Context: an optimization exercise on an open-source flow, tuned for small area, a short achievable clock period and few clock cycles per item. The choices shown serve that exercise and are no tape-out recipe. The RTL was checked by simulation tests, not by an equivalence proof against the original design. Power and IR drop assume default switching activity.

// fixed_block_pool_allocator
module fixed_block_pool_allocator #(
   parameter int MAX_BLOCKS = fbpa_pkg::MAX_BLOCKS_DEFAULT
) (
   input  logic                           clock,
   input  logic                           reset,
   input  logic                           req_valid,
   output logic                           req_stall,
   input  logic [fbpa_pkg::OP_W-1:0]      req_op,
   input  logic [fbpa_pkg::ADDR_W-1:0]    req_release_address,
   output logic                           rsp_valid,
   input  logic                           rsp_stall,
   output logic [fbpa_pkg::STAT_W-1:0]    rsp_status,
   output logic [fbpa_pkg::ADDR_W-1:0]    rsp_block_address,
   output logic [fbpa_pkg::COUNT_W-1:0]   rsp_blocks_free,
   input  logic                           csr_write_enable,
   input  logic [fbpa_pkg::CSR_W-1:0]     csr_index,
   input  logic [fbpa_pkg::DATA_W-1:0]    csr_write_data
);
Size in the first run: about 7000 cells after synthesis, ~2600 flip-flops, roughly 110000 um2 of cells after synthesis.
==> flow/config.mk <==
export PLATFORM = sky130hd
export DESIGN_NAME = fixed_block_pool_allocator
export DESIGN_NICKNAME = fixed_block_pool_allocator
export VERILOG_FILES = /design/flow/design.v
export SDC_FILE = /design/flow/constraint.sdc
export NUM_CORES = 4
export LEC_CHECK = 0
export CAP_MARGIN = 20
export CORE_MARGIN = 2
export CORE_UTILIZATION = 50
export CTS_BUF_LIST = sky130_fd_sc_hd__clkbuf_16
export CTS_CLUSTER_DIAMETER = 100
export CTS_CLUSTER_SIZE = 24
export SETUP_SLACK_MARGIN = 3.5
export SLEW_MARGIN = 20
==> flow/constraint.sdc <==
create_clock -name core_clock -period 7.0 [get_ports {clock}]
set_input_delay 1.4000 -clock core_clock [delete_from_list [all_inputs] [get_ports {clock}]]
set_output_delay 1.4000 -clock core_clock [all_outputs]
set_load 0.01 [all_outputs]
run.sh (not shown) runs the stock make flow with config.mk's settings and CLKGATE_MAP_FILE= SYNTH_SCRIPT=/design/flow/synth_recipe.tcl, a recipe that flattens the netlist after the stock synthesis.
Testbench counts at the start, summed over its fixed seeds: cycles 8,111, items 7,759.
Edit:
--- a/flow/design.v
+++ b/flow/design.v
@@ -86,38 +86,38 @@
             assign prp[(k+1)*W+i] = prp[k*W+i];
          end
       end
    end
    assign sum  = p0 ^ {gen[L*W+W-2:L*W], cin};
    assign cout = gen[L*W+W-1];
 endmodule
 module fbpa_div (
    input  logic [fbpa_pkg::SIZE_W+fbpa_pkg::IDX_W-1:0] w_in,
-   input  logic [fbpa_pkg::SIZE_W-1:0]                 divisor_n,
-   input  logic [fbpa_pkg::SIZE_W+1:0]                 divisor3_n,
+   input  logic [fbpa_pkg::SIZE_W-1:0]                 divisor,
+   input  logic [fbpa_pkg::SIZE_W+1:0]                 divisor3,
    output logic [fbpa_pkg::SIZE_W+fbpa_pkg::IDX_W-1:0] w_out
 );
    localparam int SW = fbpa_pkg::SIZE_W;
    localparam int QW = fbpa_pkg::IDX_W;
    logic [SW+1:0] trial;
    logic [SW+1:0] diff1, diff2, diff3;
    logic          ge1, ge2, ge3;
    logic [SW-1:0] rem;
    logic [1:0]    digit;
    assign trial = w_in[SW+QW-1:QW-2];
    fbpa_add #(.W(SW+2)) u_sub1 (
-      .a (trial), .b ({2'b11, divisor_n}), .cin (1'b1), .sum (diff1), .cout (ge1)
+      .a (trial), .b (~{2'b00, divisor}), .cin (1'b1), .sum (diff1), .cout (ge1)
    );
    fbpa_add #(.W(SW+2)) u_sub2 (
-      .a (trial), .b ({1'b1, divisor_n, 1'b1}), .cin (1'b1), .sum (diff2), .cout (ge2)
+      .a (trial), .b (~{1'b0, divisor, 1'b0}), .cin (1'b1), .sum (diff2), .cout (ge2)
    );
    fbpa_add #(.W(SW+2)) u_sub3 (
-      .a (trial), .b (divisor3_n), .cin (1'b1), .sum (diff3), .cout (ge3)
+      .a (trial), .b (~divisor3), .cin (1'b1), .sum (diff3), .cout (ge3)
    );
    always_comb begin
       if (ge3) begin
          rem   = diff3[SW-1:0];
          digit = 2'd3;
       end else if (ge2) begin
          rem   = diff2[SW-1:0];
          digit = 2'd2;
       end else if (ge1) begin
@@ -169,21 +169,20 @@
             fbpa_pkg::CSR_POOL_BASE:   cfg_base_ff  <= csr_write_data;
             fbpa_pkg::CSR_BLOCK_SIZE:  cfg_size_ff  <= csr_write_data[SW-1:0];
             fbpa_pkg::CSR_BLOCK_COUNT: cfg_count_ff <= csr_write_data[CW-1:0];
             default: ;
          endcase
       end
    end
    logic          ready_ff;
    logic [AW-1:0] base_ff;
-   logic [SW-1:0] size_ff;       
-   logic [SW-1:0] size_n_ff;     
-   logic [SW+1:0] size3_n_ff;    
+   logic [SW-1:0] size_ff;
+   logic [SW+1:0] size3_ff;      
    logic [CW-1:0] count_ff;
    logic [CW-1:0] free_ff;
    logic          fresh_v_ff;    
    logic [IW-1:0] fresh_ix_ff;   
    logic [15:0]   head_hi_ff;    
    logic [15:0]   head_lo_ff;    
    logic [IW-1:0] tail_ff;
    logic adv;           
    logic skid_v_ff;     
@@ -224,19 +223,19 @@
       end
    end
    logic [DSTAGES-1:0]    dv_v_ff;
    logic [DSTAGES*OW-1:0] dv_op_ff;
    logic [DSTAGES-1:0]    dv_bad_ff;
    logic [DSTAGES*WW-1:0] dv_w_ff;
    logic          p1_big;
    logic [SW-1:0] p1_big_diff;
    fbpa_add #(.W(SW)) u_big (
-      .a (p1_off_ff[WW-1:IW]), .b (size_n_ff), .cin (1'b1),
+      .a (p1_off_ff[WW-1:IW]), .b (~size_ff), .cin (1'b1),
       .sum (p1_big_diff), .cout (p1_big)
    );
    for (genvar g = 0; g < DSTAGES; g++) begin : g_div
       logic          v_in;
       logic [OW-1:0] op_in;
       logic          bad_in;
       logic [WW-1:0] w_in;
       logic [WW-1:0] w_out;
       if (g == 0) begin : g_first
@@ -246,20 +245,20 @@
          assign w_in   = p1_off_ff;
       end else begin : g_next
          assign v_in   = dv_v_ff[g-1];
          assign op_in  = dv_op_ff[(g-1)*OW +: OW];
          assign bad_in = dv_bad_ff[g-1];
          assign w_in   = dv_w_ff[(g-1)*WW +: WW];
       end
       fbpa_div u_div (
          .w_in     (w_in),
-         .divisor_n  (size_n_ff),
-         .divisor3_n (size3_n_ff),
+         .divisor  (size_ff),
+         .divisor3 (size3_ff),
          .w_out    (w_out)
       );
       always_ff @(posedge clock) begin
          if (reset) begin
             dv_v_ff[g] <= 1'b0;
          end else if (adv) begin
             dv_v_ff[g] <= v_in;
          end
          if (adv) begin
@@ -416,20 +415,19 @@
             if (cm_v) begin
                ready_ff <= ready_in;
                free_ff  <= free_in;
             end
          end
       end
       if ((adv && cm_v && pool_in) || early_pool) begin
          base_ff  <= cfg_base_ff;
          size_ff  <= cfg_size_ff;
-         size_n_ff  <= ~cfg_size_ff;
-         size3_n_ff <= ~({2'b00, cfg_size_ff} + {1'b0, cfg_size_ff, 1'b0});
+         size3_ff <= {2'b00, cfg_size_ff} + {1'b0, cfg_size_ff, 1'b0};
          count_ff <= create_count;
       end
       if (adv && cm_v) begin
          fresh_v_ff  <= fresh_v_in;
          fresh_ix_ff <= fresh_ix_in;
          head_hi_ff  <= head_hi_in;
          head_lo_ff  <= head_lo_in;
          tail_ff     <= tail_in;
       end
Outcome:
- The new run went through all stages and came out clean
- final cell count stays flat
- core utilization decreases by 0.30 points
- final area decreases by 0.52%
- die area is about the same
- clock power increases by 6.4%
- synthesized area hardly moves
- synthesized cell count increases by 1.2%
Testbench counts after the change, summed over its fixed seeds: cycles 8,111, items 7,759.

==> separate check: timing with driven ports <==
No port has a modelled driver above. Below, the same layouts with a new extraction and two added sets of constraints. Step 1 (the two cells are an assumption about what drives the block):
set clk [get_ports {clock}]
set_driving_cell -lib_cell sky130_fd_sc_hd__clkbuf_16 $clk
set_driving_cell -lib_cell sky130_fd_sc_hd__buf_2 [delete_from_list [all_inputs] $clk]
Step 2 adds t to the input delays and takes it off the output delays; t is the mean of the earliest and latest rising clock arrival at the registers after step 1. Input paths then give back, and output paths get back, about the clock's delay inside the block. Slacks: no drivers / after step 1 / after step 2; pairs: no drivers / after step 1.
run | shift t [ns] | slack for setup (ns) | worst slew at a driven data input, ns | pins driven straight from the clock port
the first run | 0.930 | 3.324 / 3.324 / 2.642 | 0.14 | 1
the second run | 0.926 | 3.439 / 3.439 / 2.662 | 0.09 | 1
After both steps every run listed still meets setup and hold. For the second run, which loses most, drivers alone change the setup slack by 0.000 ns; drivers and shift together by -0.777 ns.
